What follows belongs to an exercise in optimizing a design on an open flow for small area; a production flow would make more cautious choices.
Where RTL was checked, it was by simulation tests only, not by an equivalence proof against the original.

==> try-willow: inputs <==
==> flow/design.v <==
`default_nettype none
package sp_pixel_pkg;
    localparam int PIX_W   = 12;
    localparam int PIX_MAX = (1 << PIX_W) - 1;   
    localparam int WIN_N   = 5;
    localparam int WIN_MID = WIN_N / 2;   
    typedef logic [PIX_W-1:0] pixel_t;
    typedef union packed {
        logic [WIN_N*PIX_W-1:0] flat;
        pixel_t [0:WIN_N-1]     pix;
    } column_t;
    localparam int QUANT       = 68;
    localparam int QUANT_SHIFT = 4;
endpackage
`default_nettype wire
`default_nettype none
package sp_ctrl_pkg;
    typedef enum logic [1:0] {
        IDLE = 2'd0,   
        FILL = 2'd1,   
        RUN  = 2'd2    
    } win_state_t;
    localparam int CALC_LAT = 4;
    localparam int TOP_LAT = CALC_LAT + 1;
endpackage
`default_nettype wire
`timescale 1ns/1ps
`default_nettype none
module sp_noise_removal
#(
    parameter int SIGMA = 160
) (
    input  logic        clk,
    input  logic        rst_n,
    input  logic        en_i,
    input  logic [59:0] col_i,
    input  logic        border_pass_i,
    output logic [11:0] data_o,
    output logic        en_o
);
    localparam int THRESH = (SIGMA * 68) >> 4;   
    localparam logic [11:0] LO_LIM = 12'(THRESH);          
    localparam logic [11:0] HI_LIM = 12'(4095 - THRESH);   
    logic [11:0] r0, r1, r2, r3, r4;
    assign r0 = col_i[59:48];
    assign r1 = col_i[47:36];
    assign r2 = col_i[35:24];
    assign r3 = col_i[23:12];
    assign r4 = col_i[11:0];
    logic [11:0] p0_1, p0_2, p0_3, p0_4, p0_5;
    logic [11:0] p1_1, p1_2, p1_3, p1_4;
    logic [11:0] p2_1, p2_2, p2_3, n2_4, n2_5;
    logic [11:0] n3_1, n3_2, n3_3, n3_4;
    logic [11:0] n4_1, n4_2, n4_3, n4_4, n4_5;
    logic [11:0] nr4, n2_3;
    assign nr4  = ~r4;
    assign n2_3 = ~p2_3;
    always_ff @(posedge clk) begin
        p0_1 <= r0;  p0_2 <= p0_1; p0_3 <= p0_2; p0_4 <= p0_3; p0_5 <= p0_4;
        p1_1 <= r1;  p1_2 <= p1_1; p1_3 <= p1_2; p1_4 <= p1_3;
        p2_1 <= r2;  p2_2 <= p2_1; p2_3 <= p2_2; n2_4 <= n2_3; n2_5 <= n2_4;
        n3_1 <= ~r3; n3_2 <= n3_1; n3_3 <= n3_2; n3_4 <= n3_3;
        n4_1 <= nr4; n4_2 <= n4_1; n4_3 <= n4_2; n4_4 <= n4_3; n4_5 <= n4_4;
    end
    function automatic logic [11:0] absd(input logic [11:0] a, input logic [11:0] nb);
        logic [11:0] p, g, pp, gg, c;
        logic        gt;
        p = a ^ nb;
        g = a & nb;
        pp = p;
        gg = g;
        for (int l = 0; l < 4; l++) begin
            for (int i = 0; i < 12; i++) begin
                if ((i >> l) & 1) begin
                    gg[i] = gg[i] | (pp[i] & gg[((i >> l) << l) - 1]);
                    pp[i] = pp[i] & pp[((i >> l) << l) - 1];
                end
            end
        end
        gt = gg[11];
        c[0] = gt;
        for (int i = 1; i < 12; i++) c[i] = gg[i-1] | (pp[i-1] & gt);
        absd = p ^ c ^ {12{~gt}};
    endfunction
    function automatic logic [6:0] radd6(input logic [5:0] a, input logic [5:0] b, input logic ci);
        logic c;
        c = ci;
        for (int i = 0; i < 6; i++) begin
            radd6[i] = a[i] ^ b[i] ^ c;
            c        = (a[i] & b[i]) | (c & (a[i] ^ b[i]));
        end
        radd6[6] = c;
    endfunction
    function automatic logic [12:0] sdiff(input logic [11:0] a, input logic [11:0] nb);
        logic [6:0] lo, hi0, hi1;
        logic [11:0] e;
        logic        gt;
        lo  = radd6(a[5:0],  nb[5:0],  1'b0);
        hi0 = radd6(a[11:6], nb[11:6], 1'b0);
        hi1 = radd6(a[11:6], nb[11:6], 1'b1);
        e   = {lo[6] ? hi1[5:0] : hi0[5:0], lo[5:0]};
        gt  = lo[6] ? hi1[6] : hi0[6];
        sdiff = {gt, e ^ {12{~gt}}};
    endfunction
    function automatic logic [12:0] gsum(input logic [11:0] x, input logic [12:0] yi);
        gsum = {1'b0, x} + {1'b0, yi[11:0]} + {12'd0, yi[12]};
    endfunction
    function automatic logic [11:0] intp4(input logic [11:0] oa, input logic [11:0] ob,
                                          input logic [11:0] ia, input logic [11:0] ib);
        logic [10:0] x, y, z, w;
        logic [11:0] s1, c1, s2, c2;
        logic [12:0] t;
        x = oa[11:1];
        y = ob[11:1];
        z = ia[11:1];
        w = ib[11:1];
        s1 = {1'b0, x ^ y ^ z};
        c1 = {(x & y) | (x & z) | (y & z), oa[0] | ob[0]};
        s2 = s1 ^ c1 ^ {1'b0, w};
        c2 = {(s1[10:0] & c1[10:0]) | (s1[10:0] & w) | (c1[10:0] & w), ia[0] | ib[0]};
        t = {1'b0, s2} + {1'b0, c2} + 13'd1;
        intp4 = t[12:1];
    endfunction
    logic [12:0] g_h, g_v, g_d, g_z;
    assign g_h = gsum(absd(r2,   n2_4), sdiff(p2_1, n2_3));
    assign g_v = gsum(absd(p0_2, n4_2), sdiff(p1_2, n3_2));
    assign g_d = gsum(absd(r0,   n4_4), sdiff(p1_1, n3_3));
    assign g_z = gsum(absd(p0_4, nr4 ), sdiff(p1_3, n3_1));
    logic lt_vh, lt_dh, lt_zh, lt_dv, lt_zv, lt_zd;
    assign lt_vh = g_v < g_h;
    assign lt_dh = g_d < g_h;
    assign lt_zh = g_z < g_h;
    assign lt_dv = g_d < g_v;
    assign lt_zv = g_z < g_v;
    assign lt_zd = g_z < g_d;
    logic [1:0] dir;   
    always_comb begin
        if (lt_zh && lt_zv && lt_zd)       dir = 2'd3;
        else if (lt_dh && lt_dv)           dir = 2'd2;
        else if (lt_vh)                    dir = 2'd1;
        else                               dir = 2'd0;
    end
    logic [1:0] dir_q;
    logic       border_q;
    always_ff @(posedge clk) begin
        dir_q    <= dir;
        border_q <= border_pass_i;
    end
    logic [11:0] oa, ob, ia, ib;
    always_comb begin
        case (dir_q)
            2'd0:    begin oa = p2_1; ob = ~n2_5; ia = p2_2; ib = ~n2_4; end
            2'd1:    begin oa = p0_3; ob = ~n4_3; ia = p1_3; ib = ~n3_3; end
            2'd2:    begin oa = p0_1; ob = ~n4_5; ia = p1_2; ib = ~n3_4; end
            default: begin oa = p0_5; ob = ~n4_1; ia = p1_4; ib = ~n3_2; end
        endcase
    end
    logic [11:0] intp;
    assign intp = intp4(oa, ob, ia, ib);
    logic replace;
    assign replace = !border_q &&
                     (((p2_3 == 12'd0)   && (intp > LO_LIM)) ||
                      ((p2_3 == 12'hfff) && (intp < HI_LIM)));
    always_ff @(posedge clk) begin
        data_o <= replace ? intp : p2_3;
    end
    logic [2:0] run_q;
    logic       full;
    logic       v1_q;
    assign full = run_q[2];
    always_ff @(posedge clk or negedge rst_n) begin
        if (!rst_n) begin
            run_q <= '0;
            v1_q  <= 1'b0;
            en_o  <= 1'b0;
        end else begin
            run_q <= !en_i ? 3'd0 : (full ? run_q : run_q + 3'd1);
            v1_q  <= en_i && full;
            en_o  <= v1_q;
        end
    end
endmodule
`default_nettype wire
==> flow/flow/run.sh <==
#!/bin/bash
# The standard layout, except that ports are buffered with buf_1 and the clock
# tree is built without dummy loads. Synthesis and every other step are the
# standard flow's.
set -euo pipefail
bash standard.sh BUFFER_PORTS_ARGS="-buffer_cell sky130_fd_sc_hd__buf_1" \
  CTS_ARGS="-sink_clustering_enable -repair_clock_nets -sink_clustering_size 12 -sink_clustering_max_diameter 80 -buf_list sky130_fd_sc_hd__clkbuf_8 -dont_use_dummy_load" \
  finish > standard_flow.log 2>&1
==> flow/standard.sh <==
#!/bin/bash
# synth_recipe.tcl (not shown) runs the flow's synth.tcl, then flattens the netlist and writes it again
# the make line also repeats each setting of config.mk as NAME=value (left out here)
make -C /OpenROAD-flow-scripts/flow DESIGN_CONFIG=/design/flow/config.mk WORK_HOME=/design/flow/orfs CLKGATE_MAP_FILE= SYNTH_SCRIPT=/design/flow/synth_recipe.tcl "${@:-finish}"
==> flow/config.mk <==
export PLATFORM = sky130hd
export DESIGN_NAME = sp_noise_removal
export DESIGN_NICKNAME = sp_noise_removal
export VERILOG_FILES = /design/flow/design.v
export SDC_FILE = /design/flow/constraint.sdc
export NUM_CORES = 4
export LEC_CHECK = 0
export ABC_AREA = 1
export CAP_MARGIN = 20
export CORE_MARGIN = 2
export CORE_UTILIZATION = 40
export CTS_BUF_LIST = sky130_fd_sc_hd__clkbuf_4
export CTS_CLUSTER_SIZE = 30
export GPL_TIMING_DRIVEN = 0
export SLEW_MARGIN = 20
==> flow/constraint.sdc <==
create_clock -name core_clock -period 6.0 [get_ports {clk}]
set_input_delay 1.2000 -clock core_clock [delete_from_list [all_inputs] [get_ports {clk}]]
set_output_delay 1.2000 -clock core_clock [all_outputs]
set_load 0.01 [all_outputs]
==> try-amber (differences from try-willow) <==
--- a/flow/design.v
+++ b/flow/design.v
@@ -83,26 +83,6 @@
         absd = p ^ c ^ {12{~gt}};
     endfunction
-    function automatic logic [6:0] radd6(input logic [5:0] a, input logic [5:0] b, input logic ci);
-        logic c;
-        c = ci;
-        for (int i = 0; i < 6; i++) begin
-            radd6[i] = a[i] ^ b[i] ^ c;
-            c        = (a[i] & b[i]) | (c & (a[i] ^ b[i]));
-        end
-        radd6[6] = c;
-    endfunction
-    function automatic logic [12:0] sdiff(input logic [11:0] a, input logic [11:0] nb);
-        logic [6:0] lo, hi0, hi1;
-        logic [11:0] e;
-        logic        gt;
-        lo  = radd6(a[5:0],  nb[5:0],  1'b0);
-        hi0 = radd6(a[11:6], nb[11:6], 1'b0);
-        hi1 = radd6(a[11:6], nb[11:6], 1'b1);
-        e   = {lo[6] ? hi1[5:0] : hi0[5:0], lo[5:0]};
-        gt  = lo[6] ? hi1[6] : hi0[6];
-        sdiff = {gt, e ^ {12{~gt}}};
-    endfunction
-    function automatic logic [12:0] gsum(input logic [11:0] x, input logic [12:0] yi);
-        gsum = {1'b0, x} + {1'b0, yi[11:0]} + {12'd0, yi[12]};
+    function automatic logic [12:0] gsum(input logic [11:0] x, input logic [11:0] y);
+        gsum = {1'b0, x} + {1'b0, y};
     endfunction
     function automatic logic [11:0] intp4(input logic [11:0] oa, input logic [11:0] ob,
@@ -116,15 +96,15 @@
         w = ib[11:1];
         s1 = {1'b0, x ^ y ^ z};
-        c1 = {(x & y) | (x & z) | (y & z), oa[0] | ob[0]};
+        c1 = {(x & y) | (x & z) | (y & z), 1'b0};
         s2 = s1 ^ c1 ^ {1'b0, w};
-        c2 = {(s1[10:0] & c1[10:0]) | (s1[10:0] & w) | (c1[10:0] & w), ia[0] | ib[0]};
-        t = {1'b0, s2} + {1'b0, c2} + 13'd1;
+        c2 = {(s1[10:0] & c1[10:0]) | (s1[10:0] & w) | (c1[10:0] & w), 1'b0};
+        t = {1'b0, s2} + {1'b0, c2} + {12'd0, oa[0] | ob[0]} + {12'd0, ia[0] | ib[0]} + 13'd1;
         intp4 = t[12:1];
     endfunction
     logic [12:0] g_h, g_v, g_d, g_z;
-    assign g_h = gsum(absd(r2,   n2_4), sdiff(p2_1, n2_3));
-    assign g_v = gsum(absd(p0_2, n4_2), sdiff(p1_2, n3_2));
-    assign g_d = gsum(absd(r0,   n4_4), sdiff(p1_1, n3_3));
-    assign g_z = gsum(absd(p0_4, nr4 ), sdiff(p1_3, n3_1));
+    assign g_h = gsum(absd(r2,   n2_4), absd(p2_1, n2_3));
+    assign g_v = gsum(absd(p0_2, n4_2), absd(p1_2, n3_2));
+    assign g_d = gsum(absd(r0,   n4_4), absd(p1_1, n3_3));
+    assign g_z = gsum(absd(p0_4, nr4 ), absd(p1_3, n3_1));
     logic lt_vh, lt_dh, lt_zh, lt_dv, lt_zv, lt_zd;
     assign lt_vh = g_v < g_h;
==> flow/flow/run.sh (replaced) <==
#!/bin/bash
# The standard layout, except that ports are buffered with buf_1 and the clock
# tree is built without dummy loads. Synthesis and every other step are the
# standard flow's.
set -euo pipefail
bash standard.sh BUFFER_PORTS_ARGS="-buffer_cell sky130_fd_sc_hd__buf_1" \
  CTS_ARGS="-sink_clustering_enable -repair_clock_nets -sink_clustering_size 30 -buf_list sky130_fd_sc_hd__clkbuf_8 -dont_use_dummy_load -sink_buffer_max_cap_derate 0.5" \
  finish > standard_flow.log 2>&1
==> try-delta (differences from try-willow) <==
--- a/flow/design.v
+++ b/flow/design.v
@@ -83,26 +83,6 @@
         absd = p ^ c ^ {12{~gt}};
     endfunction
-    function automatic logic [6:0] radd6(input logic [5:0] a, input logic [5:0] b, input logic ci);
-        logic c;
-        c = ci;
-        for (int i = 0; i < 6; i++) begin
-            radd6[i] = a[i] ^ b[i] ^ c;
-            c        = (a[i] & b[i]) | (c & (a[i] ^ b[i]));
-        end
-        radd6[6] = c;
-    endfunction
-    function automatic logic [12:0] sdiff(input logic [11:0] a, input logic [11:0] nb);
-        logic [6:0] lo, hi0, hi1;
-        logic [11:0] e;
-        logic        gt;
-        lo  = radd6(a[5:0],  nb[5:0],  1'b0);
-        hi0 = radd6(a[11:6], nb[11:6], 1'b0);
-        hi1 = radd6(a[11:6], nb[11:6], 1'b1);
-        e   = {lo[6] ? hi1[5:0] : hi0[5:0], lo[5:0]};
-        gt  = lo[6] ? hi1[6] : hi0[6];
-        sdiff = {gt, e ^ {12{~gt}}};
-    endfunction
-    function automatic logic [12:0] gsum(input logic [11:0] x, input logic [12:0] yi);
-        gsum = {1'b0, x} + {1'b0, yi[11:0]} + {12'd0, yi[12]};
+    function automatic logic [12:0] gsum(input logic [11:0] x, input logic [11:0] y);
+        gsum = {1'b0, x} + {1'b0, y};
     endfunction
     function automatic logic [11:0] intp4(input logic [11:0] oa, input logic [11:0] ob,
@@ -116,15 +96,15 @@
         w = ib[11:1];
         s1 = {1'b0, x ^ y ^ z};
-        c1 = {(x & y) | (x & z) | (y & z), oa[0] | ob[0]};
+        c1 = {(x & y) | (x & z) | (y & z), 1'b0};
         s2 = s1 ^ c1 ^ {1'b0, w};
-        c2 = {(s1[10:0] & c1[10:0]) | (s1[10:0] & w) | (c1[10:0] & w), ia[0] | ib[0]};
-        t = {1'b0, s2} + {1'b0, c2} + 13'd1;
+        c2 = {(s1[10:0] & c1[10:0]) | (s1[10:0] & w) | (c1[10:0] & w), 1'b0};
+        t = {1'b0, s2} + {1'b0, c2} + {12'd0, oa[0] | ob[0]} + {12'd0, ia[0] | ib[0]} + 13'd1;
         intp4 = t[12:1];
     endfunction
     logic [12:0] g_h, g_v, g_d, g_z;
-    assign g_h = gsum(absd(r2,   n2_4), sdiff(p2_1, n2_3));
-    assign g_v = gsum(absd(p0_2, n4_2), sdiff(p1_2, n3_2));
-    assign g_d = gsum(absd(r0,   n4_4), sdiff(p1_1, n3_3));
-    assign g_z = gsum(absd(p0_4, nr4 ), sdiff(p1_3, n3_1));
+    assign g_h = gsum(absd(r2,   n2_4), absd(p2_1, n2_3));
+    assign g_v = gsum(absd(p0_2, n4_2), absd(p1_2, n3_2));
+    assign g_d = gsum(absd(r0,   n4_4), absd(p1_1, n3_3));
+    assign g_z = gsum(absd(p0_4, nr4 ), absd(p1_3, n3_1));
     logic lt_vh, lt_dh, lt_zh, lt_dv, lt_zv, lt_zd;
     assign lt_vh = g_v < g_h;
==> flow/run.sh (new file) <==
#!/bin/bash
# synth_recipe.tcl (not shown) runs the flow's synth.tcl, then flattens the netlist and writes it again
# the make line also repeats each setting of config.mk as NAME=value (left out here)
make -C /OpenROAD-flow-scripts/flow DESIGN_CONFIG=/design/flow/config.mk WORK_HOME=/design/flow/orfs CLKGATE_MAP_FILE= SYNTH_SCRIPT=/design/flow/synth_recipe.tcl finish
CTS_BUF_LIST = sky130_fd_sc_hd__clkbuf_2 sky130_fd_sc_hd__clkbuf_4   (was sky130_fd_sc_hd__clkbuf_4)
CTS_CLUSTER_SIZE = 20   (was 30)
removed: flow/flow/run.sh
removed: flow/standard.sh
==> key figures <==
Cells and area
  – Fin area: about 19000 um2
  – Multi-input gates: 1492

Timing
  – Minimum hold slack: ~320 ps
  – Relative slew margins: 56.8%

Outcome
  – Run status: finished clean

Setup path
  – CP Data Arrival Time: 6130 ps

Detailed routing
  – Met2 wire length: 23300 um
Source of the figures above: try-amber

==> key figures <==
Outcome
  – Run status: finished clean

Detailed routing
  – Met2 wire length: 23500 um

Setup path
  – Worst path slowest cell: clkdlybuf4s50_1
  – CP Data Arrival Time: 6390 ps

Timing
  – Relative slew margins: between 50% and 60%
  – Minimum hold slack: approximately 310 ps

Cells and area
  – Commonest cells after routing, fill and taps aside: nand2_1, dfxtp_1, inv_1
  – Fraction of area in multi-input gates: 51.6%
  – Fin area: 20100 um2
Source of the figures above: try-delta

==> key figures <==
Outcome
  – Run status: failed layout checks
  – Checks failing in the layout checks: setup timing

Timing
  – Final Setup Violations: 2
  – Worst setup margin: -1170 ps
  – Relative slew margins: ~46%
  – Minimum hold slack: 335 ps

Setup path
  – CP Data Arrival Time: 7730 ps

Detailed routing
  – Met2 wire length: 23400 um

Cells and area
  – Multi-input gates: 1279
Source of the figures above: try-willow

No functional check of the RTL was part of try-willow.

-- what the ideal ports hide --
The results above use ideal ports. As a check the final layouts listed here were re-extracted and re-timed, cells and wires unchanged. Step 1 sets driving cells, clkbuf_16 on the clock port and buf_2 on the other inputs (assumed; they add their load-dependent delay and slew). Step 2 adds t to the input delays and takes it off the output delays; t is the mean of the earliest and latest rising clock arrival at the registers after step 1. Input paths then give back, and output paths get back, about the clock's delay inside the block. Three values: ideal ports, drivers, drivers and shift; two values: the first two.
run | t, ns | setup slack, ns | cell pins on the clock port's net
try-willow | 0.651 | -1.172 / -1.172 / -1.172 | 1
try-amber | 0.611 | 0.314 / 0.342 / -0.269 | 1
try-delta | 0.833 | 0.327 / 0.352 / -0.480 | 1
Met with ideal ports but missed after step 2: setup timing in try-amber and try-delta. The setup slack of try-delta, which loses most, moves by +0.025 ns with the drivers and by -0.807 ns with both steps.
